This is an optimization exercise on Yosys and OpenROAD, whose aim is small area, a short achievable clock period and few clock cycles per item, not a production implementation. The RTL was checked by simulation tests, not by an equivalence proof against the original design.

==> design/flow/design.v <==
module maze_generator #(
  parameter logic [15:0] DEFAULT_SEED = 16'hACE1
) (
  input  logic         clk,
  input  logic         resetn,
  input  logic         start,
  input  logic [15:0]  seed,
  output logic [624:0] maze,
  output logic         load,
  output logic         busy
);
  localparam int N  = 12;
  localparam int BD = 15;    
  logic [N-2:0] h [N];
  logic [N-1:0] v [N];
  logic [N-1:0] yoh;             
  logic [N-1:0] col;             
  logic [15:0]  lfsr;
  logic [3:0]   came;            
  logic [7:0]   cnt;             
  logic [1:0]   bs [BD];         
  logic         fin;             
  function automatic int md(input int i);
    md = (i + N) % N;
  endfunction
  logic [N-1:0] vis_up, vis_dn;    
  logic [N+1:0] vis_row;           
  always_comb begin
    vis_row[0]   = 1'b1;
    vis_row[N+1] = 1'b1;
    for (int x = 0; x < N; x++) begin
      vis_up[x]    = v[N-2][x] | v[N-1][x] |
                     ((x > 0)   ? h[N-1][(x>0)?x-1:0] : 1'b0) |
                     ((x < N-1) ? h[N-1][(x<N-1)?x:0] : 1'b0);
      vis_dn[x]    = v[0][x] | v[1][x] |
                     ((x > 0)   ? h[1][(x>0)?x-1:0] : 1'b0) |
                     ((x < N-1) ? h[1][(x<N-1)?x:0] : 1'b0);
      vis_row[x+1] = v[N-1][x] | v[0][x] |
                     ((x > 0)   ? h[0][(x>0)?x-1:0] : 1'b0) |
                     ((x < N-1) ? h[0][(x<N-1)?x:0] : 1'b0);
    end
  end
  logic [3:0] blk, wall;    
  always_comb begin
    blk = {1'b0, yoh[N-1], 1'b0, yoh[0]};
    wall = '0;
    for (int x = 0; x < N; x++) begin
      blk[0]  |= col[x] & vis_up[x];
      blk[1]  |= col[x] & vis_row[x+2];
      blk[2]  |= col[x] & vis_dn[x];
      blk[3]  |= col[x] & vis_row[x];
      wall[0] |= col[x] & v[N-1][x];
      wall[2] |= col[x] & v[0][x];
      if (x < N-1) wall[1] |= col[x] & h[0][(x<N-1)?x:0];
      if (x > 0)   wall[3] |= col[x] & h[0][(x>0)?x-1:0];
    end
  end
  logic [3:0] avail, rot, first, dir;
  logic       carve_any;
  always_comb begin
    avail = ~blk;
    carve_any = |avail;
    rot   = 4'({avail, avail} >> lfsr[1:0]);
    first = rot[0] ? 4'b0001 : rot[1] ? 4'b0010 : rot[2] ? 4'b0100 : 4'b1000;
    dir   = 4'({first, first} >> (3'd4 - {1'b0, lfsr[1:0]}));
  end
  logic [3:0] cand, bs_oh, pd, mv;
  logic       two_walls, branch, root;
  always_comb begin
    cand      = wall & ~came;
    branch    = ((wall[0] & wall[1]) & (wall[2] | wall[3])) |
                ((wall[2] & wall[3]) & (wall[0] | wall[1]));
    two_walls = ((wall[0] & wall[1]) | (wall[2] & wall[3]) |
                 ((wall[0] | wall[1]) & (wall[2] | wall[3]))) & ~branch;
    bs_oh     = 4'b0001 << bs[0];
    pd        = branch ? bs_oh : cand;
    root      = yoh[0] & col[0];
    mv        = carve_any ? dir : pd;
  end
  wire step     = busy & ~fin;
  wire do_carve = step & carve_any;
  wire do_pop   = step & ~carve_any;
  wire accept   = start & ~busy;
  wire last     = do_carve & (cnt == 8'd142);
  wire fin_up = |yoh[N/2:1];
  wire rot_up = busy & (fin ? fin_up  : mv[0]);
  wire rot_dn = busy & (fin ? ~fin_up : mv[2]);
  wire mv_rt  = step & mv[1];
  wire mv_lt  = step & mv[3];
  logic [N-1:0] yoh_nx;
  always_comb
    for (int y = 0; y < N; y++)
      yoh_nx[y] = (rot_up & yoh[md(y+1)]) |
                  (rot_dn & yoh[md(y-1)]) |
                  (~rot_up & ~rot_dn & yoh[y]);
  wire done = busy & (last | fin) & yoh_nx[0];
  wire [15:0] s0       = (seed == 16'd0) ? DEFAULT_SEED : seed;
  wire        first_dn = (s0[1:0] == 2'd2);
  always_ff @(posedge clk or negedge resetn) begin
    if (!resetn) begin
      busy <= 1'b0;
      load <= 1'b0;
    end else if (accept) begin
      busy <= 1'b1;
      load <= 1'b0;
    end else if (done) begin
      busy <= 1'b0;
      load <= 1'b1;
    end
  end
  always_ff @(posedge clk) begin
    if (accept) begin
      lfsr <= {s0[14:0], s0[15] ^ s0[13] ^ s0[12] ^ s0[10]};
      yoh  <= first_dn ? 12'b10 : 12'b1;
      col  <= first_dn ? 12'b1  : 12'b10;
      came <= first_dn ? 4'b0100 : 4'b0010;
      cnt  <= 8'd1;
      fin  <= 1'b0;
    end else begin
      if (last) fin <= 1'b1;
      if (do_carve) begin
        lfsr <= {lfsr[14:0], lfsr[15] ^ lfsr[13] ^ lfsr[12] ^ lfsr[10]};
        cnt  <= cnt + 8'd1;
      end
      if (step) came <= carve_any ? dir : {pd[1:0], pd[3:2]};
      yoh <= yoh_nx;
      for (int x = 0; x < N; x++)
        col[x] <= (mv_lt & ((x < N-1) ? col[(x<N-1)?x+1:0] : 1'b0)) |
                  (mv_rt & ((x > 0)   ? col[(x>0)?x-1:0]   : 1'b0)) |
                  (~mv_lt & ~mv_rt & col[x]);
    end
  end
  always_ff @(posedge clk) begin
    if (do_carve & two_walls & ~root) begin
      bs[0] <= cand[1] ? 2'd1 : cand[2] ? 2'd2 : cand[3] ? 2'd3 : 2'd0;
      for (int i = 1; i < BD; i++) bs[i] <= bs[i-1];
    end else if (do_pop & branch) begin
      for (int i = 0; i < BD-1; i++) bs[i] <= bs[i+1];
    end
  end
  wire c_up = do_carve & dir[0];
  wire c_rt = do_carve & dir[1];
  wire c_dn = do_carve & dir[2];
  wire c_lt = do_carve & dir[3];
  always_ff @(posedge clk) begin
    for (int j = 0; j < N; j++) begin
      for (int x = 0; x < N-1; x++) begin
        if (accept)
          h[j][x] <= (j == 0 && x == 0) ? ~first_dn : 1'b0;
        else
          h[j][x] <= (rot_up ? h[md(j-1)][x] : rot_dn ? h[md(j+1)][x] : h[j][x]) |
                     ((j == 0) & ((c_rt & col[x]) | (c_lt & col[x+1])));
      end
      for (int x = 0; x < N; x++) begin
        if (accept)
          v[j][x] <= (j == N-1 && x == 0) ? first_dn : 1'b0;
        else
          v[j][x] <= (rot_up ? v[md(j-1)][x] : rot_dn ? v[md(j+1)][x] : v[j][x]) |
                     ((j == 0) & c_up & col[x]) | ((j == N-1) & c_dn & col[x]);
      end
    end
  end
  always_comb begin
    maze = {625{busy}};
    for (int y = 0; y < N; y++)
      for (int x = 0; x < N; x++)
        maze[(2*y+1)*25 + 2*x+1] = load;
    for (int y = 0; y < N; y++)
      for (int x = 0; x < N-1; x++)
        maze[(2*y+1)*25 + 2*x+2] = h[y][x];
    for (int y = 0; y < N-1; y++)
      for (int x = 0; x < N; x++)
        maze[(2*y+2)*25 + 2*x+1] = v[y][x];
  end
endmodule
==> design/flow/run.sh <==
#!/bin/bash
# synth_recipe.tcl (not shown) runs the flow's synth.tcl, then flattens the netlist and writes it again
# the make line also repeats each setting of config.mk as NAME=value (left out here)
make -C /OpenROAD-flow-scripts/flow DESIGN_CONFIG=/design/flow/config.mk WORK_HOME=/design/flow/orfs CLKGATE_MAP_FILE= SYNTH_SCRIPT=/design/flow/synth_recipe.tcl finish
==> design/flow/config.mk <==
export PLATFORM = sky130hd
export DESIGN_NAME = maze_generator
export DESIGN_NICKNAME = maze_generator
export VERILOG_FILES = /design/flow/design.v
export SDC_FILE = /design/flow/constraint.sdc
export NUM_CORES = 4
export LEC_CHECK = 0
export CAP_MARGIN = 20
export CORE_MARGIN = 2
export CORE_UTILIZATION = 40
export SLEW_MARGIN = 20
==> design/flow/constraint.sdc <==
create_clock -name core_clock -period 12.0 [get_ports {clk}]
set_input_delay 2.4000 -clock core_clock [delete_from_list [all_inputs] [get_ports {clk}]]
set_output_delay 2.4000 -clock core_clock [all_outputs]
set_load 0.01 [all_outputs]
==> impl_metrics.ini, run 1 <==
[synthesis]
area_of_the_mapped_netlist_um2 = 19900
synth_edf_count = 50
synth_net_count = 2194
primary_flip_flop_cell_chosen_by_synthesis_mapping = sky130_fd_sc_hd__dfxtp_1
yosysWarningCount = 4
synthCells = 2172
synth.yosys.seq_area_share_pct = 38.88
synth_area_per_cell_um2 = 9.162
ys_types = 68
async_flop_share_pct = 0.5540
postSynthRegisterBits = 361

[sta]
layout_min_cycle_time_ns = 6.033
slew-limit-headroom_pct = 27.39
finalMaxSlewViolations = 0
worst_slew_pin_slew_ns = 1.089
maxClockFrequency_mhz = 165.8
finalHoldViolations = 0
min_period_over_period_pct = 50.28
setup_viol_count_final = 0
final_critical_path_setup_slack_ns = 5.967
tns_ns = 0
clock_skew_ns = 0.02305
rsz_0062_raised_after_global_routing = false

[floorplan]
start_util_pct = 40.57
die_area_um2 = 51550
io-pin-count = 646
die_height_um = 227.1
design.core.area_um2 = 49050
die_x_um = 227.1
placement_rows = 81

[setup_path]
timing.critical_path.to_type = flip-flop
setup.worst_path.class = flip-flop to flip-flop
rrSetupSlack_ns = 5.97
worstPathMaxFanout = 119
cp-endpoint = v[10][8]$_SDFFE_PP0P_
reg_to_reg_start = v[1][8]$_SDFFE_PP0P_
crit_start = v[1][8]$_SDFFE_PP0P_
cp-start-kind = flip-flop
worst_ep_required_time_ns = 12.39
cp.arrival_ns = 6.43
rr_endpoint = v[10][8]$_SDFFE_PP0P_
worst_r2r_path_depth = 12

[detailed_routing]
ant_nets = 0
route.detailed.wl_per_inst_um = 20.82
num_vias = 16440
drc = 0
drt_pre_antenna_iters = 5
initialDrtViolationCount = 1301
via_per_inst = 5.413
drt-total-wl_mm = 63.24

[clock_network]
ctsHoldBuffers = 0
htreeDepth = 2
cts_setup_buffers = 0
clock-root-buffer = sky130_fd_sc_hd__clkbuf_16
cts_max_path_buffers = 3
clk_transition_reported_paths_ns = 0.06
cts_made_buffers = 41
clock_latency_ns = 0.56
cts_resized = 0
clock-sinks = 361
cts_tree = yes

[grt]
first_pass_grt_wire_length_mm = 92.60
grt.total_usage_pct = 22.85
fraction_of_met3_tracks_used_by_global_routing_pct = 4.195
first_global_vias = 15010
gr-max-usage-layer = met2
grt_antenna_before_repair = 0
grt_max_degree = 170
globalRouteOverflowTotal = 0
use_met2_pct = 36.95
grt_use_met1_pct = 30.48

[flow_run]
drv.max_cap_violation_count = 0

[final_layout]
post_layout_nonfiller_instances = 3037
num-fill-cells = 4602
area_delta_synth_final_pct = 26.21
post_route_cells_drive_above_1_share_pct = 5.563
finalInstanceArea_um2 = 25120
antenna_cells = 0
layout.nets = 2366

[placed_design]
placed_cell_area_um2 = 23780
numPlacedInstances = 2964
gpl.final_weighted_congestion = 0.9175
dp_hpwl_mm = 43.90
place_worst_setup_slack_ns = 6.136
place.port_buffers = 645

[worst_hold_path]
worst_hold_path_type = flip-flop to flip-flop

[run_status]
status = finished clean
## layout by cell type (no fill, tap or decap), types with 3 or more instances in the layout
cell type / count
sky130_fd_sc_hd__clkdlybuf4s50_1: 645
sky130_fd_sc_hd__dfxtp_1: 309
sky130_fd_sc_hd__a21oi_1: 294
sky130_fd_sc_hd__o21ai_0: 279
sky130_fd_sc_hd__mux2i_1: 270
sky130_fd_sc_hd__nand2_1: 77
sky130_fd_sc_hd__edfxtp_1: 50
sky130_fd_sc_hd__clkbuf_16: 45
sky130_fd_sc_hd__o41ai_1: 40
sky130_fd_sc_hd__nor2_1: 33
sky130_fd_sc_hd__a211oi_1: 32
sky130_fd_sc_hd__mux2_2: 28
sky130_fd_sc_hd__a221oi_1: 23
sky130_fd_sc_hd__a22oi_1: 21
sky130_fd_sc_hd__nand3_1: 20
sky130_fd_sc_hd__buf_4: 17
sky130_fd_sc_hd__inv_1: 11
sky130_fd_sc_hd__nand4_1: 11
sky130_fd_sc_hd__a22o_1: 11
sky130_fd_sc_hd__a31oi_1: 10
sky130_fd_sc_hd__xnor2_1: 8
sky130_fd_sc_hd__nor3_1: 8
sky130_fd_sc_hd__nand2b_1: 8
sky130_fd_sc_hd__clkinv_2: 8
sky130_fd_sc_hd__xor2_1: 7
sky130_fd_sc_hd__clkbuf_1: 7
sky130_fd_sc_hd__nor4_1: 6
sky130_fd_sc_hd__o31ai_1: 5
sky130_fd_sc_hd__and3_1: 5
sky130_fd_sc_hd__clkinv_1: 5
sky130_fd_sc_hd__maj3_1: 4
sky130_fd_sc_hd__o22ai_1: 4
sky130_fd_sc_hd__or4_1: 3
sky130_fd_sc_hd__a311oi_1: 3
sky130_fd_sc_hd__ha_1: 3
sky130_fd_sc_hd__clkbuf_8: 3
## metrics by stage
step | hold slack [ns] | utilization (%)
floorplan | 0.4204 | -
global placement | 0.4342 | 48.45
detailed placement | 0.4387 | 48.49
CTS | 0.4597 | 51.15
global route | 0.4853 | 51.20
finish | 0.4578 | 51.20
## final cells by class
class / instances / area [µm²] / area share (%)
clock buffers: 55 / 1194 / 4.753
clock inverters: 17 / 112.6 / 0.4484
inverters: 11 / 41.29 / 0.1644
multi-input cells: 1264 / 8557 / 34.07
flip-flops and latches: 361 / 7745 / 30.84
well taps: 664 / 830.8 / 3.308
repair buffers: 665 / 6635 / 26.42
## cell usage after synthesis, types with 3 or more instances
cell | n | area, µm²
sky130_fd_sc_hd__buf_4 | 366 | 2748
sky130_fd_sc_hd__dfxtp_1 | 309 | 6186
sky130_fd_sc_hd__a21oi_1 | 294 | 1471
sky130_fd_sc_hd__o21ai_0 | 280 | 1401
sky130_fd_sc_hd__mux2i_1 | 270 | 2703
sky130_fd_sc_hd__clkbuf_1 | 129 | 484.2
sky130_fd_sc_hd__nand2_1 | 79 | 296.5
sky130_fd_sc_hd__edfxtp_1 | 50 | 1501
sky130_fd_sc_hd__o41ai_1 | 40 | 350.3
sky130_fd_sc_hd__nor2_1 | 34 | 127.6
sky130_fd_sc_hd__a211oi_1 | 32 | 240.2
sky130_fd_sc_hd__mux2_2 | 28 | 315.3
sky130_fd_sc_hd__a221oi_1 | 23 | 201.4
sky130_fd_sc_hd__a22oi_1 | 21 | 157.7
sky130_fd_sc_hd__nand3_1 | 20 | 100.1
sky130_fd_sc_hd__buf_6 | 12 | 135.1
sky130_fd_sc_hd__a22o_1 | 11 | 96.34
sky130_fd_sc_hd__buf_2 | 11 | 55.05
sky130_fd_sc_hd__buf_8 | 11 | 165.2
sky130_fd_sc_hd__inv_1 | 11 | 41.29
sky130_fd_sc_hd__nand4_1 | 11 | 68.82
sky130_fd_sc_hd__a31oi_1 | 10 | 62.56
sky130_fd_sc_hd__nand2b_1 | 9 | 56.30
sky130_fd_sc_hd__nor3_1 | 8 | 40.04
sky130_fd_sc_hd__xnor2_1 | 8 | 70.07
sky130_fd_sc_hd__buf_1 | 7 | 26.28
sky130_fd_sc_hd__xor2_1 | 7 | 61.31
sky130_fd_sc_hd__nor4_1 | 6 | 37.54
sky130_fd_sc_hd__o22ai_1 | 6 | 37.54
sky130_fd_sc_hd__and3_1 | 5 | 31.28
sky130_fd_sc_hd__o31ai_1 | 5 | 37.54
sky130_fd_sc_hd__maj3_1 | 4 | 40.04
sky130_fd_sc_hd__a311oi_1 | 3 | 26.28
sky130_fd_sc_hd__ha_1 | 3 | 37.54
sky130_fd_sc_hd__or4_1 | 3 | 22.52
## critical path, stage by stage (launching register included)
cell and delay (ns):
sky130_fd_sc_hd__dfxtp_1 0.36, sky130_fd_sc_hd__o41ai_1 0.69, sky130_fd_sc_hd__o2111ai_1 0.29, sky130_fd_sc_hd__nor4_4 0.56, sky130_fd_sc_hd__nor2_1 0.14, sky130_fd_sc_hd__nand2_1 0.38
sky130_fd_sc_hd__a211oi_1 0.18, sky130_fd_sc_hd__a311oi_4 0.53, sky130_fd_sc_hd__or2_4 0.76, sky130_fd_sc_hd__buf_4 0.77, sky130_fd_sc_hd__buf_12 0.62, sky130_fd_sc_hd__mux2i_1 0.30
sky130_fd_sc_hd__a21oi_1 0.09
## logic make-up (layout without fill, tap and decap cells)
group,after synthesis,in the layout,synth area share (%)
flops,361,361,38.88
buf+inv,547,748,18.37
fa+ha+maj,7,7,0.3898
mux,298,298,15.17
compound gates,749,749,21.72
simple gates,195,195,4.822
xor+xnor,15,15,0.6602
## how the worst min path moves through the flow
stage / cells after the start / startpoint / slack, ns / endpoint
after floorplan: 0 / bs[13][0]$_DFFE_PP_ / 0.42 / bs[14][0]$_DFFE_PP_
after global placement: 0 / bs[13][0]$_DFFE_PP_ / 0.43 / bs[14][0]$_DFFE_PP_
after detailed placement: 0 / bs[13][1]$_DFFE_PP_ / 0.44 / bs[14][1]$_DFFE_PP_
after CTS: 0 / bs[13][0]$_DFFE_PP_ / 0.46 / bs[14][0]$_DFFE_PP_
after global routing: 0 / bs[13][1]$_DFFE_PP_ / 0.49 / bs[14][1]$_DFFE_PP_
final: 0 / bs[13][0]$_DFFE_PP_ / 0.46 / bs[14][0]$_DFFE_PP_
## layer usage
metal	wire length, µm	vias up
li1	-	7896
met1	27690	7808
met2	29560	624
met3	4071	112
met4	1922	0
met5	0	-
## flip-flops by register name (all words and copies together), names as in the netlist
name	cells
bs	30
busy	1
came	4
cnt	8
col	12
fin	1
h	132
lfsr	16
load	1
v	144
yoh	12
Testbench counts, summed over its fixed seeds: cycles 11,773, mazes 48.
==> run 2, diff against run 1 <==
==> design/flow/flow/run.sh (new file) <==
#!/bin/bash
# The standard layout with two changes: the port buffers are buf_1 cells, and
# repair_timing aims for more setup slack than the 12 ns constraint needs, so
# that the achieved period is pushed down. Output goes to orfs_make.log.
set -euo pipefail
bash standard.sh BUFFER_PORTS_ARGS="-buffer_cell sky130_fd_sc_hd__buf_1" SETUP_SLACK_MARGIN=7.0 finish > orfs_make.log 2>&1
==> design/flow/standard.sh (new file) <==
#!/bin/bash
# synth_recipe.tcl (not shown) runs the flow's synth.tcl, then flattens the netlist and writes it again
# the make line also repeats each setting of config.mk as NAME=value (left out here)
make -C /OpenROAD-flow-scripts/flow DESIGN_CONFIG=/design/flow/config.mk WORK_HOME=/design/flow/orfs CLKGATE_MAP_FILE= SYNTH_SCRIPT=/design/flow/synth_recipe.tcl "${@:-finish}"
removed: design/flow/run.sh
==> run 2 against run 1 <==
Clock skew down 0.0028 ns. Critical path depth unchanged. Sequential share of layout area up 5.6 points. Largest cell class unchanged. Register-to-register slack better by 1.3 ns. Final area down 15%. Still clean.
==> impl_metrics.ini, run 2 <==
[synthesis]
ys_types = 68
synth_area_per_cell_um2 = 9.162
netlist.top_cell.by_area = sky130_fd_sc_hd__dfxtp_1
most_common_cell_in_the_netlist = sky130_fd_sc_hd__buf_4
primary_flip_flop_cell_chosen_by_synthesis_mapping = sky130_fd_sc_hd__dfxtp_1
async_flop_share_pct = 0.5540
yosysTopAreaCellShare_pct = 31.08
synth.yosys.seq_area_share_pct = 38.88
postSynthRegisterBits = 361
synth_edf_count = 50
area_of_the_mapped_netlist_um2 = 19900
synthCells = 2172
yosysWarningCount = 4
yosys-top-cells-area = sky130_fd_sc_hd__dfxtp_1 31%, sky130_fd_sc_hd__buf_4 14%, sky130_fd_sc_hd__mux2i_1 14%
synth_net_count = 2194
synth.top_cells.by_count = 366 x sky130_fd_sc_hd__buf_4, 309 x sky130_fd_sc_hd__dfxtp_1, 294 x sky130_fd_sc_hd__a21oi_1, 280 x sky130_fd_sc_hd__o21ai_0, 270 x sky130_fd_sc_hd__mux2i_1

[final_layout]
antenna_cells = 0
mostFrequentLayoutCell = sky130_fd_sc_hd__buf_1
top_register = v
largest_register_ffs = 144
layout_common_cells = 645 x sky130_fd_sc_hd__buf_1, 309 x sky130_fd_sc_hd__dfxtp_1, 293 x sky130_fd_sc_hd__a21oi_1, 279 x sky130_fd_sc_hd__o21ai_0, 270 x sky130_fd_sc_hd__mux2i_1
largest_registers = v (144), h (132), bs (30)
finalInstanceArea_um2 = 21240
post_route_cells_drive_above_1_share_pct = 5.707
layout.nets = 2373
area_delta_synth_final_pct = 6.721

[sta]
layout_min_cycle_time_ns = 4.710
tns_ns = 0
setup_viol_count_final = 0
clock_skew_ns = 0.02026
rsz_0062_raised_after_global_routing = false
worst_slew_pin_slew_ns = 1.022
min_period_over_period_pct = 39.25
finalHoldViolations = 0
finalMaxSlewViolations = 0
slew-limit-headroom_pct = 31.28
maxClockFrequency_mhz = 212.3

[floorplan]
die_height_um = 227.1
die_x_um = 227.1
die_area_um2 = 51550
start_util_pct = 40.57
io-pin-count = 646
design.core.area_um2 = 49050
placement_rows = 81

[clock_network]
clock-root-buffer = sky130_fd_sc_hd__clkbuf_16
cts_made_buffers = 40
cts_tree = yes
htreeDepth = 2
clock_latency_ns = 0.57
clk_transition_reported_paths_ns = 0.06
cts_max_path_buffers = 3
clock-sinks = 361

[detailed_routing]
ant_nets = 0
drt_pre_antenna_iters = 6
route.detailed.wl_per_inst_um = 20.37
drc = 0
via_per_inst = 5.507
drt-total-wl_mm = 62.07
num_vias = 16780
initialDrtViolationCount = 1616

[setup_path]
worst_r2r_path_depth = 12
rrSetupSlack_ns = 7.29
reg_to_reg_start = h[1][7]$_SDFFE_PP0P_
critPathSlowestCell = sky130_fd_sc_hd__o41ai_1
crit_start = h[1][7]$_SDFFE_PP0P_
critical_path.cell_chain = o41ai_1 -> o2111ai_1 -> nor4_4 -> nor2_1 -> a32o_1 -> nor2_1 -> o22a_1 -> and2_4 -> buf_12 -> clkbuf_16 -> o21ai_0 -> a21oi_1
timing.critical_path.to_type = flip-flop
setup.worst_path.class = flip-flop to flip-flop
critPathMostFrequentCell = sky130_fd_sc_hd__nor2_1
cp-start-kind = flip-flop
cp-endpoint = v[6][9]$_SDFFE_PP0P_
cpPeakStageDelay_ns = 0.58
rr_endpoint = v[6][9]$_SDFFE_PP0P_
worst_ep_required_time_ns = 12.50
cp.arrival_ns = 5.21
worstPathMaxFanout = 113

[grt]
first_global_vias = 14380
grt_antenna_before_repair = 0
grt.total_usage_pct = 22.04
globalRouteOverflowTotal = 0
grt_max_degree = 313
first_pass_grt_wire_length_mm = 88.63

[placed_design]
place.port_buffers = 645
dp_hpwl_mm = 41.09
gpl.final_weighted_congestion = 0.9298
placed_cell_area_um2 = 19730

[flow_run]
drv.max_cap_violation_count = 0

[worst_hold_path]
worst_hold_path_type = flip-flop to flip-flop

[run_status]
status = finished clean
run 2: cell counts after synthesis:
Identical to the previous run, type by type.
run 2: layer usage:
| metal | global-route usage (%) | up-vias | share of wire, % |
|---|---|---|---|
| met3 | 4.117 | 130 | 7.0 |
| met2 | 35.35 | 741 | 47 |
| met5 | 0 | - | 0 |
| met1 | 29.23 | 7985 | 42 |
| li1 | - | 7924 | - |
| met4 | 8.961 | 0 | 4.2 |
run 2: cells by family after synthesis:
logic type	share of synthesized area (%)
AO/OA/AOI/OAI	21.72
XOR/XNOR	0.6602
adder cells (fa/ha/maj)	0.3898
buffers and inverters	18.37
flip-flops	38.88
multiplexers	15.17
AND/OR/NAND/NOR	4.822
run 2: cell type report:
cell class	instances	area, µm²
sequential	361	7745
fill	4828	27810
multi-input combinational	1268	8582
tap	664	830.8
clock buffer	61	1172
inverter	11	41.29
timing repair buffer	669	2739
clock inverter	13	127.6
run 2: worst max-delay path, delay by kind of cell (launching register included):
family,cells,cell delay [ns]
compound gates,6,1.80
buf+inv,2,0.85
flops,1,0.40
simple gates,4,1.42
run 2: through the flow:
stage                     utilization (%)  setup WS (ns)  hold slack (ns)  std cells
after floorplan                         -          7.084           0.4204       2172
after global placement              40.22          6.491           0.4330       2962
after detailed placement            40.23          6.540           0.4370       2963
after CTS                           43.00          6.974           0.4510       3039
after global routing                43.30          7.104           0.4730       3047
final                               43.30          7.290           0.4550       3047
run 2: repair_timing:
item,in CTS,in global routing
buffers inserted,0,2
hold buffers,0,0
pin swaps,0,2
gates cloned,2,4
gates resized for setup,4,6
endpoints found under the setup margin,378,399
run 2: worst min path at each step:
stage / from / endpoint / slack (ns) / cells past startpoint
floorplan: bs[13][0]$_DFFE_PP_ / bs[14][0]$_DFFE_PP_ / 0.42 / 0
global placement: bs[13][0]$_DFFE_PP_ / bs[14][0]$_DFFE_PP_ / 0.43 / 0
detailed placement: bs[13][1]$_DFFE_PP_ / bs[14][1]$_DFFE_PP_ / 0.44 / 0
CTS: bs[13][1]$_DFFE_PP_ / bs[14][1]$_DFFE_PP_ / 0.45 / 0
global route: bs[13][0]$_DFFE_PP_ / bs[14][0]$_DFFE_PP_ / 0.47 / 0
finish: bs[13][1]$_DFFE_PP_ / bs[14][1]$_DFFE_PP_ / 0.45 / 0
==> run 3, diff against run 2 <==
--- a/design/flow/flow/run.sh
+++ b/design/flow/flow/run.sh
@@ -5,2 +5,2 @@
 set -euo pipefail
-bash standard.sh BUFFER_PORTS_ARGS="-buffer_cell sky130_fd_sc_hd__buf_1" SETUP_SLACK_MARGIN=7.0 finish > orfs_make.log 2>&1
+bash standard.sh BUFFER_PORTS_ARGS="-buffer_cell sky130_fd_sc_hd__buf_1" SETUP_SLACK_MARGIN=8.0 finish > orfs_make.log 2>&1
==> run 3 against run 2 <==
Critical endpoint is now maze[362]. Synthesized cell count unchanged. Clock-buffer cell count up 1. Worst setup slack better by 0.73 ns. Routed wire length up 7.1%. Still clean on timing, DRC and antenna.
==> impl_metrics.ini, run 3 <==
[sta]
finalHoldViolations = 0
final_critical_path_setup_slack_ns = 8.020
finalMaxSlewViolations = 0
maxClockFrequency_mhz = 251.3
clock_skew_ns = 0.04355
rsz_0062_raised_after_global_routing = true
min_period_over_period_pct = 33.17
slew-limit-headroom_pct = 38.76
worst_slew_pin_slew_ns = 0.9185
tns_ns = 0
layout_min_cycle_time_ns = 3.980
final.hold.worst_slack_ns = 0.4568
setup_viol_count_final = 0

[setup_path]
cp-endpoint = maze[362]
setup.worst_path.class = flip-flop to output pin
critPathSlowestCell = sky130_fd_sc_hd__dfrtp_4
cpPeakStageDelay_ns = 0.49
critical_path.cell_chain = buf_12 -> clkbuf_16 -> buf_1
worst_ep_required_time_ns = 9.60
worst_r2r_path_depth = 14
timing.critical_path.to_type = output pin
rrSetupSlack_ns = 8.07
worstPathMaxFanout = 22
crit_start = busy$_DFFE_PN0P_
cp-start-kind = flip-flop
cp.arrival_ns = 1.58
rr_endpoint = v[1][8]$_SDFFE_PP0P_
reg_to_reg_start = v[0][8]$_SDFF_PP0_

[clock_network]
clk_transition_reported_paths_ns = 0.06
clock-sinks = 361
clock_latency_ns = 0.58
cts_made_buffers = 40
clock-root-buffer = sky130_fd_sc_hd__clkbuf_16
cts_tree = yes
cts_max_path_buffers = 3
ctsHoldBuffers = 0
htreeDepth = 2

[detailed_routing]
drt-total-wl_mm = 66.47
via_per_inst = 5.609
drt_pre_antenna_iters = 7
drc = 0
num_vias = 17290
ant_nets = 0
initialDrtViolationCount = 1497
route.detailed.wl_per_inst_um = 21.57

[synthesis]
synth_area_per_cell_um2 = 9.162
yosysTopAreaCellShare_pct = 31.08
synth_net_count = 2194
synthCells = 2172
area_of_the_mapped_netlist_um2 = 19900
synth.yosys.seq_area_share_pct = 38.88
ys_types = 68
primary_flip_flop_cell_chosen_by_synthesis_mapping = sky130_fd_sc_hd__dfxtp_1
yosys-top-cells-area = sky130_fd_sc_hd__dfxtp_1 31%, sky130_fd_sc_hd__buf_4 14%, sky130_fd_sc_hd__mux2i_1 14%
synth_edf_count = 50
yosysWarningCount = 4
synth.top_cells.by_count = 366 x sky130_fd_sc_hd__buf_4, 309 x sky130_fd_sc_hd__dfxtp_1, 294 x sky130_fd_sc_hd__a21oi_1, 280 x sky130_fd_sc_hd__o21ai_0, 270 x sky130_fd_sc_hd__mux2i_1
postSynthRegisterBits = 361
netlist.top_cell.by_area = sky130_fd_sc_hd__dfxtp_1
async_flop_share_pct = 0.5540
most_common_cell_in_the_netlist = sky130_fd_sc_hd__buf_4

[final_layout]
mostFrequentLayoutCell = sky130_fd_sc_hd__buf_1
largest_registers = v (144), h (132), bs (30)
antenna_cells = 0
top_register = v
layout.nets = 2410
area_delta_synth_final_pct = 11.93
final_core_utilization_pct = 45.41
layout_common_cells = 632 x sky130_fd_sc_hd__buf_1, 294 x sky130_fd_sc_hd__a21oi_1, 288 x sky130_fd_sc_hd__dfxtp_1, 277 x sky130_fd_sc_hd__o21ai_0, 270 x sky130_fd_sc_hd__mux2i_1
post_route_cells_drive_above_1_share_pct = 10.22
largest_register_ffs = 144

[floorplan]
die_height_um = 227.1
io-pin-count = 646
placement_rows = 81
die_area_um2 = 51550
die_x_um = 227.1
start_util_pct = 40.57
design.core.area_um2 = 49050

[grt]
globalRouteOverflowTotal = 0
first_global_vias = 14900
first_pass_grt_wire_length_mm = 95.28
grt_antenna_before_repair = 0
grt.total_usage_pct = 23.77
grt_max_degree = 151

[run_status]
status = finished clean

[placed_design]
place_worst_setup_slack_ns = 5.753
dp_hpwl_mm = 41.52
place.port_buffers = 645
gpl.final_weighted_congestion = 0.9289

[flow_run]
drv.max_cap_violation_count = 0

[worst_hold_path]
worst_hold_path_type = flip-flop to flip-flop
==> run 3: cell counts after synthesis <==
No cell type changed its count.
==> run 3: cell type report <==
type	instances	area (µm²)
Fill cell	4727	26780
Clock inverter	10	86.33
Sequential cell	361	7771
Tap cell	664	830.8
Timing Repair Buffer	706	3443
Multi-Input combinational cell	1268	8872
Inverter	11	41.29
Clock buffer	62	1230
==> run 3: how the worst min path moves through the flow <==
stage / from / end / slack, ns / cells past startpoint
final: bs[13][0]$_DFFE_PP_ / bs[14][0]$_DFFE_PP_ / 0.46 / 0
after detailed placement: bs[13][0]$_DFFE_PP_ / bs[14][0]$_DFFE_PP_ / 0.45 / 0
after global placement: bs[13][0]$_DFFE_PP_ / bs[14][0]$_DFFE_PP_ / 0.44 / 0
after floorplan: bs[13][0]$_DFFE_PP_ / bs[14][0]$_DFFE_PP_ / 0.42 / 0
after global routing: bs[13][1]$_DFFE_PP_ / bs[14][1]$_DFFE_PP_ / 0.47 / 0
after CTS: bs[13][0]$_DFFE_PP_ / bs[14][0]$_DFFE_PP_ / 0.46 / 0
==> run 3: critical path, delay by kind of cell, from the launching register on <==
kind | cells | cell delay [ns]
DFF | 1 | 0.49
buffers and inverters | 3 | 0.50
==> run 3: layer usage <==
| layer | track usage (%) | vias to the layer above | routed length [µm] |
|---|---|---|---|
| li1 | - | 7997 | - |
| met5 | 0 | - | 0 |
| met1 | 32.02 | 8342 | 28150 |
| met3 | 3.575 | 143 | 4296 |
| met4 | 10.08 | 0 | 2532 |
| met2 | 38.02 | 805 | 31490 |
==> run 3: logic make-up (layout without fill, tap and decap cells) <==
logic type               after synthesis  count (layout)  synth area share (%)
adder cells (fa/ha/maj)                7               7                0.3898
AND/OR/NAND/NOR                      195             199                 4.822
multiplexers                         298             298                 15.17
AO/OA/AOI/OAI                        749             749                 21.72
XOR/XNOR                              15              15                0.6602
flip-flops                           361             361                 38.88
buffers and inverters                547             789                 18.37
==> run 3: what timing repair did <==
item / 4_1_cts / 5_1_grt
setup endpoints to repair: 661 / 559
gates resized for setup: 47 / 73
setup buffers: 22 / 7
cloned: 13 / 4
pin swaps: 3 / 8
==> run 3: metrics by stage <==
stage	instances	area [µm²]
global route	3082	22280
CTS	3070	21820
global placement	2963	19730
finish	3082	22280
floorplan	2172	19910
detailed placement	2963	19740
==> run 4, diff against run 3 <==
--- a/design/flow/design.v
+++ b/design/flow/design.v
@@ -144,18 +144,15 @@
   wire c_lt = do_carve & dir[3];
+  wire s_up = ~accept & rot_up;
+  wire s_dn = ~accept & rot_dn;
+  wire s_hd = ~accept & ~rot_up & ~rot_dn;
   always_ff @(posedge clk) begin
     for (int j = 0; j < N; j++) begin
-      for (int x = 0; x < N-1; x++) begin
-        if (accept)
-          h[j][x] <= (j == 0 && x == 0) ? ~first_dn : 1'b0;
-        else
-          h[j][x] <= (rot_up ? h[md(j-1)][x] : rot_dn ? h[md(j+1)][x] : h[j][x]) |
-                     ((j == 0) & ((c_rt & col[x]) | (c_lt & col[x+1])));
-      end
-      for (int x = 0; x < N; x++) begin
-        if (accept)
-          v[j][x] <= (j == N-1 && x == 0) ? first_dn : 1'b0;
-        else
-          v[j][x] <= (rot_up ? v[md(j-1)][x] : rot_dn ? v[md(j+1)][x] : v[j][x]) |
-                     ((j == 0) & c_up & col[x]) | ((j == N-1) & c_dn & col[x]);
-      end
+      for (int x = 0; x < N-1; x++)
+        h[j][x] <= (s_up & h[md(j-1)][x]) | (s_dn & h[md(j+1)][x]) | (s_hd & h[j][x]) |
+                   ((j == 0) & ((c_rt & col[x]) | (c_lt & col[x+1]))) |
+                   ((j == 0) & (x == 0) & accept & ~first_dn);
+      for (int x = 0; x < N; x++)
+        v[j][x] <= (s_up & v[md(j-1)][x]) | (s_dn & v[md(j+1)][x]) | (s_hd & v[j][x]) |
+                   ((j == 0) & c_up & col[x]) | ((j == N-1) & c_dn & col[x]) |
+                   ((j == N-1) & (x == 0) & accept & first_dn);
     end
==> run 4 against run 3 <==
Still clean. Clock skew shrank 0.019 ns. Routed wire length grew 6.7%. Flip-flop and latch count is the same. Final area down 4.2%. Die area is 4.4% lower. Worst setup slack got worse by 0.0045 ns. Utilization increased by 0.24 points. Fmax fell by 0.11%. Via count grew 0.50%. Critical path type unchanged.
==> impl_metrics.ini, run 4 <==
[synthesis]
synth_edf_count = 50
netlist.top_cell.by_area = sky130_fd_sc_hd__dfxtp_1
primary_flip_flop_cell_chosen_by_synthesis_mapping = sky130_fd_sc_hd__dfxtp_1
synth_area_per_cell_um2 = 9.703
ys_types = 68
yosysTopAreaCellShare_pct = 32.54
yosysWarningCount = 4
area_of_the_mapped_netlist_um2 = 19010
postSynthRegisterBits = 361
async_flop_share_pct = 0.5540
synth.top_cells.by_count = 378 x sky130_fd_sc_hd__buf_4, 309 x sky130_fd_sc_hd__dfxtp_1, 259 x sky130_fd_sc_hd__a221o_1, 230 x sky130_fd_sc_hd__and3_1, 119 x sky130_fd_sc_hd__clkbuf_1
synth_net_count = 1981
yosys-top-cells-area = sky130_fd_sc_hd__dfxtp_1 33%, sky130_fd_sc_hd__buf_4 15%, sky130_fd_sc_hd__a221o_1 14%
most_common_cell_in_the_netlist = sky130_fd_sc_hd__buf_4
synthCells = 1959
synth.yosys.seq_area_share_pct = 40.71

[setup_path]
reg_to_reg_start = h[11][8]$_DFF_P_
timing.critical_path.to_type = output pin
worst_r2r_path_depth = 12
setup.worst_path.class = flip-flop to output pin
worst_ep_required_time_ns = 9.60
crit_start = busy$_DFFE_PN0P_
cp-start-kind = flip-flop
worstPathMaxFanout = 20
cp.arrival_ns = 1.58

[sta]
clock_skew_ns = 0.02420
rsz_0062_raised_after_global_routing = true
finalHoldViolations = 0
min_period_over_period_pct = 33.20
layout_min_cycle_time_ns = 3.984
worst_slew_pin_slew_ns = 1.061
setup_viol_count_final = 0
finalMaxSlewViolations = 0
tns_ns = 0
maxClockFrequency_mhz = 251.0
slew-limit-headroom_pct = 29.27

[detailed_routing]
drt-total-wl_mm = 70.92
route.detailed.wl_per_inst_um = 25.20
drc = 0
initialDrtViolationCount = 2161
via_per_inst = 6.174
drt_pre_antenna_iters = 6
num_vias = 17370
ant_nets = 0

[grt]
grt_antenna_before_repair = 0
globalRouteOverflowTotal = 0
first_pass_grt_wire_length_mm = 99.79
first_global_vias = 14850
grt.total_usage_pct = 25.88
grt_max_degree = 136

[placed_design]
place.port_buffers = 645
dp_hpwl_mm = 43.67
gpl.final_weighted_congestion = 0.9416

[floorplan]
die_area_um2 = 49280
die_x_um = 222.0
design.core.area_um2 = 46750
die_height_um = 222.0
placement_rows = 79
io-pin-count = 646
start_util_pct = 40.66

[clock_network]
cts_tree = yes
cts_max_path_buffers = 3
cts_made_buffers = 41
ctsHoldBuffers = 0
clock_latency_ns = 0.57
htreeDepth = 2
clk_transition_reported_paths_ns = 0.06
clock-sinks = 361
clock-root-buffer = sky130_fd_sc_hd__clkbuf_16

[final_layout]
post_route_cells_drive_above_1_share_pct = 10.60
mostFrequentLayoutCell = sky130_fd_sc_hd__buf_1
layout.nets = 2197
area_delta_synth_final_pct = 12.30
layout_common_cells = 644 x sky130_fd_sc_hd__buf_1, 295 x sky130_fd_sc_hd__dfxtp_1, 259 x sky130_fd_sc_hd__a221o_1, 228 x sky130_fd_sc_hd__and3_1, 71 x sky130_fd_sc_hd__nand2_1
final_core_utilization_pct = 45.66
largest_registers = v (144), h (132), bs (30)
antenna_cells = 0
largest_register_ffs = 144
top_register = v

[flow_run]
drv.max_cap_violation_count = 0

[worst_hold_path]
hold_path_startpoint = bs[13][0]$_DFFE_PP_
min_delay_path_depth = 0
worst_hold_path_type = flip-flop to flip-flop

[run_status]
status = finished clean
==> run 4: cell type report <==
cell class | instances | area, µm²
inverters | 21 | 78.83
fillers | 4540 | 25410
flip-flops and latches | 361 | 7762
repair buffers | 714 | 3422
clock buffers | 65 | 1330
clock inverters | 10 | 65.06
well taps | 607 | 759.5
multi-input cells | 1036 | 7928
==> run 4: metrics by stage <==
stage          instances  hold WS (ns)  instance area, µm²  setup WS [ns]
2_1_floorplan       1959        0.4204               19020          7.865
3_3_place_gp        2687        0.4283               18830          6.440
3_5_place_dp        2687        0.4391               18830          6.358
4_1_cts             2789        0.4602               20810          7.976
5_1_grt             2814        0.4741               21350          7.969
6_report            2814        0.4603               21350          8.016
==> run 4: routing by layer <==
| layer | up-vias | global-route usage, % | wire [µm] |
|---|---|---|---|
| met5 | - | 0 | 0 |
| met4 | 0 | 8.893 | 2259 |
| met3 | 156 | 5.354 | 6294 |
| met2 | 1042 | 39.31 | 32170 |
| met1 | 8520 | 36.42 | 30190 |
| li1 | 7656 | - | - |
==> run 4: what timing repair did <==
item                                    in CTS  in global routing
pin swaps                                    5                  9
endpoints found under the setup margin     693                475
gates cloned                                 8                 11
setup buffers                               19                 12
gates resized for setup                     48                 37
==> run 4: worst paths after layout <==
kind                                        to  slack [ns]
min reg2reg                bs[14][0]$_DFFE_PP_        0.46
max reg2reg                    h[1][0]$_DFF_P_        8.06
max in group asynchronous     load$_DFFE_PN0P_       10.20
min                        bs[14][0]$_DFFE_PP_        0.46
max                                  maze[254]        8.02
min in group asynchronous     busy$_DFFE_PN0P_        1.63
==> run 4: worst max-delay path: stages (launching register included) <==
cell	delay, ns
sky130_fd_sc_hd__dfrtp_4	0.49
sky130_fd_sc_hd__buf_12	0.16
sky130_fd_sc_hd__clkbuf_16	0.20
sky130_fd_sc_hd__buf_1	0.14
==> run 4: logic make-up (layout without fill, tap and decap cells) <==
group / after synthesis / in the layout / synth area share, %
compound gates: 482 / 484 / 22.20
xor+xnor: 14 / 14 / 0.6451
fa+ha+maj: 6 / 6 / 0.3555
buf+inv: 566 / 810 / 19.26
flops: 361 / 361 / 40.71
mux: 34 / 34 / 1.975
simple gates: 496 / 498 / 14.86
Testbench counts of run 4, summed over its fixed seeds: cycles 11,773, mazes 48.
==> run 5, diff against run 4 <==
--- a/design/flow/design.v
+++ b/design/flow/design.v
@@ -159,7 +159,20 @@
   end
+  localparam int NB = 8;     
+  localparam int NL = 6;     
+  logic [NB-1:0] busy_c;
+  logic [NL-1:0] load_c;
+  always_ff @(posedge clk or negedge resetn) begin
+    if (!resetn) begin
+      busy_c <= '0;
+      load_c <= '0;
+    end else begin
+      for (int i = 0; i < NB; i++) busy_c[i] <= accept | (busy_c[i] & ~done);
+      for (int i = 0; i < NL; i++) load_c[i] <= ~accept & (load_c[i] | done);
+    end
+  end
   always_comb begin
-    maze = {625{busy}};
+    for (int i = 0; i < 625; i++) maze[i] = busy_c[i % NB];
     for (int y = 0; y < N; y++)
       for (int x = 0; x < N; x++)
-        maze[(2*y+1)*25 + 2*x+1] = load;
+        maze[(2*y+1)*25 + 2*x+1] = load_c[(y*N + x) % NL];
     for (int y = 0; y < N; y++)
==> design/flow/flow/run.sh (replaced) <==
#!/bin/bash
# The standard layout (the standard.sh: standard synthesis, floorplan,
# placement, CTS, routing) with some ORFS variables set on the make command
# line: port buffers are buf_1 cells, and repair_timing aims for more setup
# slack than the 12 ns constraint needs, so that the achieved period is
# pushed down. All of make's output goes to orfs_make.log; ORFS's own logs
# are under orfs/logs.
set -euo pipefail
bash standard.sh BUFFER_PORTS_ARGS="-buffer_cell sky130_fd_sc_hd__buf_1" SETUP_SLACK_MARGIN=8.3 finish > orfs_make.log 2>&1
==> run 5 against run 4 <==
Via count up 0.39%. Critical path depth down 1. Final cell count grew 3.3%. Utilization grew 5.6 points. Routed wire length grew 9.7%. Fmax grew 4.8%. Flip-flop and latch count increased by 14. Critical endpoint is now maze[326].
==> impl_metrics.ini, run 5 <==
[sta]
tns_ns = 0
maxClockFrequency_mhz = 263.0
final_critical_path_setup_slack_ns = 8.198
clock_skew_ns = 0.02910
setup_viol_count_final = 0
worst_slew_pin_slew_ns = 0.7500
layout_min_cycle_time_ns = 3.802
rsz_0062_raised_after_global_routing = true
min_period_over_period_pct = 31.68
finalHoldViolations = 0
slew-limit-headroom_pct = 50.00
final.hold.worst_slack_ns = 0.4685
finalMaxSlewViolations = 0

[clock_network]
htreeDepth = 2
cts_max_path_buffers = 3
clk_transition_reported_paths_ns = 0.06
clock-root-buffer = sky130_fd_sc_hd__clkbuf_16
cts_tree = yes
clock-sinks = 375
clock_latency_ns = 0.58
cts_made_buffers = 41

[floorplan]
placement_rows = 79
die_x_um = 221.8
io-pin-count = 646
start_util_pct = 40.69
die_height_um = 221.8
design.core.area_um2 = 46650
die_area_um2 = 49210

[final_layout]
layout.nets = 2297
mostFrequentLayoutCell = sky130_fd_sc_hd__buf_1
largest_registers = v (144), h (132), bs (30)
layout_common_cells = 400 x sky130_fd_sc_hd__buf_1, 269 x sky130_fd_sc_hd__a22o_1, 251 x sky130_fd_sc_hd__a21o_1, 234 x sky130_fd_sc_hd__dfxtp_1, 154 x sky130_fd_sc_hd__buf_6
top_register = v
area_delta_synth_final_pct = 26.03
post_route_cells_drive_above_1_share_pct = 25.83
num-fill-cells = 4228
largest_register_ffs = 144

[synthesis]
area_of_the_mapped_netlist_um2 = 18980
synth.top_cells.by_count = 351 x sky130_fd_sc_hd__buf_4, 309 x sky130_fd_sc_hd__dfxtp_1, 269 x sky130_fd_sc_hd__a22o_1, 252 x sky130_fd_sc_hd__a21o_1, 149 x sky130_fd_sc_hd__nand2_1
netlist.top_cell.by_area = sky130_fd_sc_hd__dfxtp_1
synth_area_per_cell_um2 = 9.769
synth_net_count = 1965
postSynthRegisterBits = 375
async_flop_share_pct = 4.267
ys_types = 68
primary_flip_flop_cell_chosen_by_synthesis_mapping = sky130_fd_sc_hd__dfxtp_1
synthCells = 1943
yosysWarningCount = 4
most_common_cell_in_the_netlist = sky130_fd_sc_hd__buf_4
synth_edf_count = 50
yosys-top-cells-area = sky130_fd_sc_hd__dfxtp_1 33%, sky130_fd_sc_hd__buf_4 14%, sky130_fd_sc_hd__a22o_1 12%
synth.yosys.seq_area_share_pct = 42.61
yosysTopAreaCellShare_pct = 32.59

[run_status]
status = finished clean

[setup_path]
rr_endpoint = v[6][9]$_DFF_P_
crit_start = load_c[0]$_DFF_PN0_
worst_r2r_path_depth = 15
cp.arrival_ns = 1.40
worstPathMaxFanout = 6
rrSetupSlack_ns = 8.33
timing.critical_path.to_type = output pin
cpPeakStageDelay_ns = 0.54
critical_path.cell_chain = clkbuf_16 -> buf_6
worst_ep_required_time_ns = 9.60
cp-endpoint = maze[326]
reg_to_reg_start = h[0][1]$_DFF_P_
setup.worst_path.class = flip-flop to output pin
critPathSlowestCell = sky130_fd_sc_hd__dfrtp_4
cp-start-kind = flip-flop

[flow_run]
drv.max_cap_violation_count = 0

[grt]
grt.total_usage_pct = 27.77
grt_max_degree = 108
globalRouteOverflowTotal = 0
grt_antenna_before_repair = 3
first_global_vias = 15060
first_pass_grt_wire_length_mm = 103.7

[detailed_routing]
drt-total-wl_mm = 77.79
drc = 0
initialDrtViolationCount = 1658
via_per_inst = 5.998
route.detailed.wl_per_inst_um = 26.75
num_vias = 17440
ant_nets = 0
drt_pre_antenna_iters = 5

[worst_hold_path]
min_delay_path_depth = 0
worst_hold_path_type = flip-flop to flip-flop

[placed_design]
dp_hpwl_mm = 46.04
place.port_buffers = 645
gpl.final_weighted_congestion = 0.9482
place_worst_setup_slack_ns = 6.426
[run 5: changes by cell type after synthesis, sizes merged, moves of 12 or more]
cell / change
clkbuf: -56
nor2: +31
a22o: +261
a221o: -220
nand3: -37
nor4: -13
dfrtp: +14
a21o: +248
nand2: +75
and3: -221
o2111ai: -12
mux2: -22
nand4: -38
[run 5: worst min path at each step]
stage | from | end | slack [ns]
global route | bs[13][0]$_DFFE_PP_ | bs[14][0]$_DFFE_PP_ | 0.48
CTS | bs[13][0]$_DFFE_PP_ | bs[14][0]$_DFFE_PP_ | 0.46
finish | bs[13][0]$_DFFE_PP_ | bs[14][0]$_DFFE_PP_ | 0.47
floorplan | bs[13][0]$_DFFE_PP_ | bs[14][0]$_DFFE_PP_ | 0.43
detailed placement | bs[13][0]$_DFFE_PP_ | bs[14][0]$_DFFE_PP_ | 0.45
global placement | bs[13][1]$_DFFE_PP_ | bs[14][1]$_DFFE_PP_ | 0.44
[run 5: cell families after synthesis]
| kind of cell | after synthesis | share of synthesized area, % |
|---|---|---|
| AO/OA/AOI/OAI | 750 | 31.46 |
| buffers and inverters | 503 | 17.41 |
| flip-flops | 375 | 42.61 |
| AND/OR/NAND/NOR | 284 | 6.895 |
| XOR/XNOR | 13 | 0.5998 |
| multiplexers | 11 | 0.6196 |
| adder cells (fa/ha/maj) | 7 | 0.4087 |
[run 5: final cells by class]
class,instances,area (µm²),area share [%]
diodes,1,2.502,0.01046
clock buffers,61,1200,5.016
clock inverters,7,68.82,0.2877
inverters,10,37.54,0.1569
multi-input cells,1070,7988,33.39
flip-flops and latches,375,8324,34.80
well taps,607,759.5,3.175
repair buffers,777,5543,23.17
[run 5: critical path: cells and delay by family, from the launching register on]
| kind | cells | cell delay (ns) |
|---|---|---|
| buffers and inverters | 2 | 0.31 |
| DFF | 1 | 0.54 |
[run 5: metrics by stage]
stage          instances  instance area (µm²)  util [%]
2_1_floorplan       1943                18990         -
3_3_place_gp        2717                19050     40.84
3_5_place_dp        2717                19050     40.84
4_1_cts             2851                22200     47.58
5_1_grt             2907                23920     51.27
6_report            2908                23920     51.28
[run 5: what timing repair did]
action	4_1_cts	5_1_grt
endpoints found under the setup margin	753	681
resized for setup	365	394
buffers inserted	54	34
gates cloned	12	22
pin swaps	11	10
hold buffers	0	0
[run 5: per-layer routing]
metal / share of wire [%] / track usage [%] / vias up
met5: 0.014 / 0 / -
met2: 47 / 44.80 / 1022
met1: 40 / 36.45 / 8677
met3: 9.4 / 6.613 / 171
li1: - / - / 7569
met4: 4.1 / 9.394 / 2
Testbench counts of run 5, summed over its fixed seeds: cycles 11,773, mazes 48.
==> run 6, diff against run 5 <==
--- a/design/flow/flow/run.sh
+++ b/design/flow/flow/run.sh
@@ -8,2 +8,2 @@
 set -euo pipefail
-bash standard.sh BUFFER_PORTS_ARGS="-buffer_cell sky130_fd_sc_hd__buf_1" SETUP_SLACK_MARGIN=8.3 finish > orfs_make.log 2>&1
+bash standard.sh BUFFER_PORTS_ARGS="-buffer_cell sky130_fd_sc_hd__buf_1" SETUP_SLACK_MARGIN=8.3 CTS_ARGS="-sink_clustering_enable -repair_clock_nets -dont_use_dummy_load -buf_list sky130_fd_sc_hd__clkbuf_8" finish > orfs_make.log 2>&1
==> run 6 against run 5 <==
Clock skew is 0.047 ns higher. Critical path depth unchanged.
==> impl_metrics.ini, run 6 <==
[placed_design]
place.port_buffers = 645
dp_hpwl_mm = 46.04
gpl.final_weighted_congestion = 0.9482
place_worst_setup_slack_ns = 6.426

[synthesis]
postSynthRegisterBits = 375
ys_types = 68
synth.yosys.seq_area_share_pct = 42.61
synth.top_cells.by_count = 351 x sky130_fd_sc_hd__buf_4, 309 x sky130_fd_sc_hd__dfxtp_1, 269 x sky130_fd_sc_hd__a22o_1, 252 x sky130_fd_sc_hd__a21o_1, 149 x sky130_fd_sc_hd__nand2_1
primary_flip_flop_cell_chosen_by_synthesis_mapping = sky130_fd_sc_hd__dfxtp_1
yosys-top-cells-area = sky130_fd_sc_hd__dfxtp_1 33%, sky130_fd_sc_hd__buf_4 14%, sky130_fd_sc_hd__a22o_1 12%
area_of_the_mapped_netlist_um2 = 18980
yosysTopAreaCellShare_pct = 32.59
synth_net_count = 1965
synth_area_per_cell_um2 = 9.769
most_common_cell_in_the_netlist = sky130_fd_sc_hd__buf_4
synth_edf_count = 50
synthCells = 1943
async_flop_share_pct = 4.267
netlist.top_cell.by_area = sky130_fd_sc_hd__dfxtp_1
yosysWarningCount = 4

[final_layout]
num-fill-cells = 4252
layout_common_cells = 375 x sky130_fd_sc_hd__buf_1, 269 x sky130_fd_sc_hd__a22o_1, 251 x sky130_fd_sc_hd__a21o_1, 170 x sky130_fd_sc_hd__dfxtp_1, 148 x sky130_fd_sc_hd__nand2_1
final-seq-area_um2 = 8442
multi_input_combinational_cell_area_um2 = 8110
layout.nets = 2325
top_register = v
area_delta_synth_final_pct = 25.05
post_route_cells_drive_above_1_share_pct = 30.81
largest_registers = v (144), h (132), bs (30)
mostFrequentLayoutCell = sky130_fd_sc_hd__buf_1
largest_register_ffs = 144

[detailed_routing]
via_per_inst = 6.016
ant_nets = 0
initialDrtViolationCount = 1821
num_vias = 17500
drc = 0
drt_pre_antenna_iters = 7
route.detailed.wl_per_inst_um = 26.65
drt-total-wl_mm = 77.53

[setup_path]
critical_path.n_buffers_inverters = 2
worst_ep_required_time_ns = 9.60
cp.arrival_ns = 1.43
critPathTopFamily = flip-flops
setup.worst_path.class = flip-flop to output pin
worstPathMaxFanout = 6
timing.critical_path.to_type = output pin
cp-start-kind = flip-flop
cpPeakStageDelay_ns = 0.52
critical_path.cell_chain = clkbuf_16 -> buf_6
critPathSlowestCell = sky130_fd_sc_hd__dfrtp_4

[clock_network]
htreeDepth = 3
clk_transition_reported_paths_ns = 0.06
clock-root-buffer = sky130_fd_sc_hd__clkbuf_8
clock-sinks = 375
cts_made_buffers = 67
ctsHoldBuffers = 0
cts_tree = yes
cts_max_path_buffers = 3
clock_latency_ns = 0.65

[flow_run]
drv.max_cap_violation_count = 0

[floorplan]
placement_rows = 79
die_height_um = 221.8
design.core.area_um2 = 46650
io-pin-count = 646
die_area_um2 = 49210
die_x_um = 221.8
start_util_pct = 40.69

[sta]
setup_viol_count_final = 0
tns_ns = 0
finalMaxSlewViolations = 0
clock_skew_ns = 0.07648
slew-limit-headroom_pct = 25.19
final.hold.worst_slack_ns = 0.4663
final_critical_path_setup_slack_ns = 8.172
finalHoldViolations = 0
min_period_over_period_pct = 31.90
worst_slew_pin_slew_ns = 1.118
rsz_0062_raised_after_global_routing = true
layout_min_cycle_time_ns = 3.828
maxClockFrequency_mhz = 261.2

[grt]
grt.total_usage_pct = 27.85
grt_max_degree = 108
grt_antenna_before_repair = 2
first_pass_grt_wire_length_mm = 103.4
globalRouteOverflowTotal = 0
first_global_vias = 15150

[run_status]
status = finished clean

[worst_hold_path]
worst_hold_path_type = flip-flop to flip-flop
run 6: cell counts after synthesis:
No cell type changed its count.
run 6: layout make-up:
type	instances	share of cell area [%]
Antenna cell	1	0.01054
Inverter	10	0.1581
Clock buffer	67	3.885
Sequential cell	375	35.56
Multi-Input combinational cell	1071	34.17
Tap cell	607	3.200
Timing Repair Buffer	778	23.01
run 6: cells by family (layout without fill, tap and decap cells):
family / after synthesis / after routing / share of synthesized area, %
AOI/OAI and AO/OA: 750 / 751 / 31.46
xor gates and xnor gates: 13 / 13 / 0.5998
adders and majority gates: 7 / 7 / 0.4087
buffers and inverters: 503 / 855 / 17.41
DFF: 375 / 375 / 42.61
muxes: 11 / 11 / 0.6196
other: 0 / 1 / 0
and+or+nand+nor: 284 / 289 / 6.895
run 6: worst paths after layout:
kind | start | end | slack (ns) | depth (start not counted)
setup / recovery | load_c[4]$_DFF_PN0_ | maze[34] | 8.17 | 2
hold / removal | bs[13][1]$_DFFE_PP_ | bs[14][1]$_DFFE_PP_ | 0.47 | 0
setup reg to reg | v[0][3]$_DFF_P_ | busy$_DFFE_PN0P_ | 8.31 | 17
hold reg to reg | bs[13][1]$_DFFE_PP_ | bs[14][1]$_DFFE_PP_ | 0.47 | 0
max in group asynchronous | resetn | load_c[5]$_DFF_PN0_ | 9.85 | 1
min in group asynchronous | resetn | busy_c[4]$_DFF_PN0_ | 1.76 | 1
run 6: routing by layer:
metal / up-vias / global-route usage [%] / wire [µm]
met5: - / 0 / 11
met4: 2 / 10.68 / 2928
met3: 177 / 6.361 / 6782
met2: 1022 / 44.50 / 36590
met1: 8705 / 36.60 / 31220
li1: 7595 / - / -
run 6: stage by stage:
stage / utilization, % / instance area (µm²) / cells
after floorplan: - / 18990 / 1943
after global placement: 40.84 / 19050 / 2717
after detailed placement: 40.84 / 19050 / 2717
after CTS: 46.88 / 21870 / 2847
after global routing: 50.87 / 23730 / 2908
final: 50.88 / 23740 / 2909
run 6: timing repair:
item / in CTS / in global routing
pin swaps: 10 / 20
gates cloned: 13 / 19
gates resized for setup: 409 / 447
setup endpoints to repair: 791 / 736
setup buffers: 50 / 42
==> run 7, diff against run 6 <==
--- a/design/flow/flow/run.sh
+++ b/design/flow/flow/run.sh
@@ -8,2 +8,2 @@
 set -euo pipefail
-bash standard.sh BUFFER_PORTS_ARGS="-buffer_cell sky130_fd_sc_hd__buf_1" SETUP_SLACK_MARGIN=8.3 CTS_ARGS="-sink_clustering_enable -repair_clock_nets -dont_use_dummy_load -buf_list sky130_fd_sc_hd__clkbuf_8" finish > orfs_make.log 2>&1
+bash standard.sh BUFFER_PORTS_ARGS="-buffer_cell sky130_fd_sc_hd__buf_1" SETUP_SLACK_MARGIN=8.0 CTS_CLUSTER_SIZE=30 CTS_CLUSTER_DIAMETER=150 finish > orfs_make.log 2>&1
==> run 7 against run 6 <==
Global-route usage is 2.8 points lower. Sequential share of layout area is 4.5 points higher. Still clean on timing, DRC and antenna. Largest cell class unchanged. Fmax is 2.5% lower. Clock-buffer cell count is 43 lower. Utilization is 7.3 points lower. Critical path type unchanged. Worst setup slack worse by 0.097 ns. Clock skew is 0.052 ns lower. Critical path depth is 1 lower. Die area stayed put.
==> impl_metrics.ini, run 7 <==
[final_layout]
layout.nets = 2177
largest_registers = v (144), h (132), bs (30)
layout_common_cells = 645 x sky130_fd_sc_hd__buf_1, 278 x sky130_fd_sc_hd__dfxtp_1, 269 x sky130_fd_sc_hd__a22o_1, 251 x sky130_fd_sc_hd__a21o_1, 148 x sky130_fd_sc_hd__nand2_1
post_route_cells_drive_above_1_share_pct = 6.984
antenna_cells = 0
final_core_utilization_pct = 43.53
top_register = v
area_delta_synth_final_pct = 6.994
num-fill-cells = 4554
largest_register_ffs = 144
post_layout_nonfiller_instances = 2769

[floorplan]
placement_rows = 79
die_x_um = 221.8
start_util_pct = 40.69
design.core.area_um2 = 46650

[synthesis]
synth_edf_count = 50
ys_types = 68
synth.yosys.seq_area_share_pct = 42.61
yosys-top-cells-area = sky130_fd_sc_hd__dfxtp_1 33%, sky130_fd_sc_hd__buf_4 14%, sky130_fd_sc_hd__a22o_1 12%
postSynthRegisterBits = 375
synth.top_cells.by_count = 351 x sky130_fd_sc_hd__buf_4, 309 x sky130_fd_sc_hd__dfxtp_1, 269 x sky130_fd_sc_hd__a22o_1, 252 x sky130_fd_sc_hd__a21o_1, 149 x sky130_fd_sc_hd__nand2_1
synth_net_count = 1965
yosysWarningCount = 4
primary_flip_flop_cell_chosen_by_synthesis_mapping = sky130_fd_sc_hd__dfxtp_1
synthCells = 1943

[sta]
finalMaxSlewViolations = 0
worst_slew_pin_slew_ns = 1.007
layout_min_cycle_time_ns = 3.925
tns_ns = 0
final.hold.worst_slack_ns = 0.4796
rsz_0062_raised_after_global_routing = true
slew-limit-headroom_pct = 32.63
setup_viol_count_final = 0
min_period_over_period_pct = 32.71
final_critical_path_setup_slack_ns = 8.075

[clock_network]
cts_made_buffers = 16
cts_tree = yes
ctsHoldBuffers = 0
htreeDepth = 1
clock-root-buffer = sky130_fd_sc_hd__clkbuf_16
clock-sinks = 375
cts_max_path_buffers = 3

[detailed_routing]
initialDrtViolationCount = 1696
drc = 0
route.detailed.wl_per_inst_um = 24.12
via_per_inst = 5.871
ant_nets = 0
num_vias = 16260

[setup_path]
critPathSlowestCell = sky130_fd_sc_hd__dfxtp_1
rr_endpoint = h[3][0]$_DFF_P_
timing.critical_path.to_type = output pin
critical_path.n_buffers_inverters = 1
critical_path.cell_chain = buf_1
cp.arrival_ns = 1.52
cpPeakStageDelay_ns = 0.70

[run_status]
status = finished clean

[grt]
first_pass_grt_wire_length_mm = 96.03
globalRouteOverflowTotal = 0
grt_max_degree = 96

[placed_design]
placed_cell_area_um2 = 19050
place_worst_setup_slack_ns = 6.436
place.port_buffers = 645

[worst_hold_path]
worst_hold_path_type = flip-flop to flip-flop
==> run 7: how the worst max path moves through the flow <==
stage,from,end,slack (ns),depth (start not counted)
floorplan,start,lfsr[0]$_DFFE_PP_,8.27,4
global placement,h[0][6]$_DFF_P_,v[3][8]$_DFF_P_,6.45,12
detailed placement,v[0][7]$_DFF_P_,v[4][8]$_DFF_P_,6.44,12
CTS,busy$_DFFE_PN0P_,busy,7.84,1
global route,v[0][8]$_DFF_P_,h[3][0]$_DFF_P_,7.97,14
finish,h[0][5]$_DFF_P_,maze[37],8.08,1
==> run 7: kinds of logic (layout without fill, tap and decap cells) <==
kind of cell / Yosys count / count (layout) / synth area share, %
buffers and inverters: 503 / 718 / 17.41
AO/OA/AOI/OAI: 750 / 750 / 31.46
multiplexers: 11 / 11 / 0.6196
XOR/XNOR: 13 / 13 / 0.5998
AND/OR/NAND/NOR: 284 / 288 / 6.895
flip-flops: 375 / 375 / 42.61
adder cells (fa/ha/maj): 7 / 7 / 0.4087
==> run 7: what timing repair did <==
action | 4_1_cts | 5_1_grt
gates resized for setup | 66 | 50
cloned | 8 | 4
setup endpoints to repair | 569 | 398
pin swaps | 3 | 4
setup buffers | 10 | 3
==> run 7: per-layer routing <==
layer	GRT usage, %	vias up	wire length [µm]
met5	0	-	13
met4	6.059	2	1426
met3	4.439	86	5681
met2	40.91	852	31340
met1	34.26	8031	28320
li1	-	7285	-
==> run 7: cell type report <==
cell class | instances | area, µm² | area share (%)
well taps | 607 | 759.5 | 3.740
multi-input cells | 1069 | 7859 | 38.70
repair buffers | 683 | 3044 | 14.99
inverters | 10 | 37.54 | 0.1848
flip-flops and latches | 375 | 8142 | 40.09
clock buffers | 24 | 451.7 | 2.224
clock inverters | 1 | 16.27 | 0.08009

[what the ideal ports hide]
How much do the figures lean on ideal ports? The routed layouts below were timed once more, with nothing changed but the port constraints.
Step 1 sets driving cells, clkbuf_16 on the clock port and buf_2 on the other inputs (assumed; they add their load-dependent delay and slew).
Step 2 moves the port delays by t, midway between the first and last clock arrival at a register: inputs arrive t later, outputs are due t later. That takes back most of the time a late clock gives input paths.
Three values: ideal, step 1, step 2; two values: the first two.
| run | shift t [ns] | setup WS [ns] | cell pins on the clock port's net |
|---|---|---|---|
| run 1 | 0.613 | 5.967 / 5.967 / 5.967 | 1 |
| run 2 | 0.614 | 7.290 / 7.290 / 6.767 | 1 |
| run 3 | 0.619 | 8.020 / 7.961 / 7.644 | 1 |
| run 4 | 0.613 | 8.016 / 7.958 / 7.601 | 1 |
| run 5 | 0.628 | 8.198 / 8.140 / 7.828 | 1 |
| run 6 | 0.666 | 8.172 / 8.117 / 7.789 | 1 |
| run 7 | 0.594 | 8.075 / 8.020 / 7.473 | 1 |
After both steps every run listed still meets setup and hold. For run 7, which loses most, drivers alone change the setup slack by -0.055 ns; drivers and shift together by -0.602 ns.
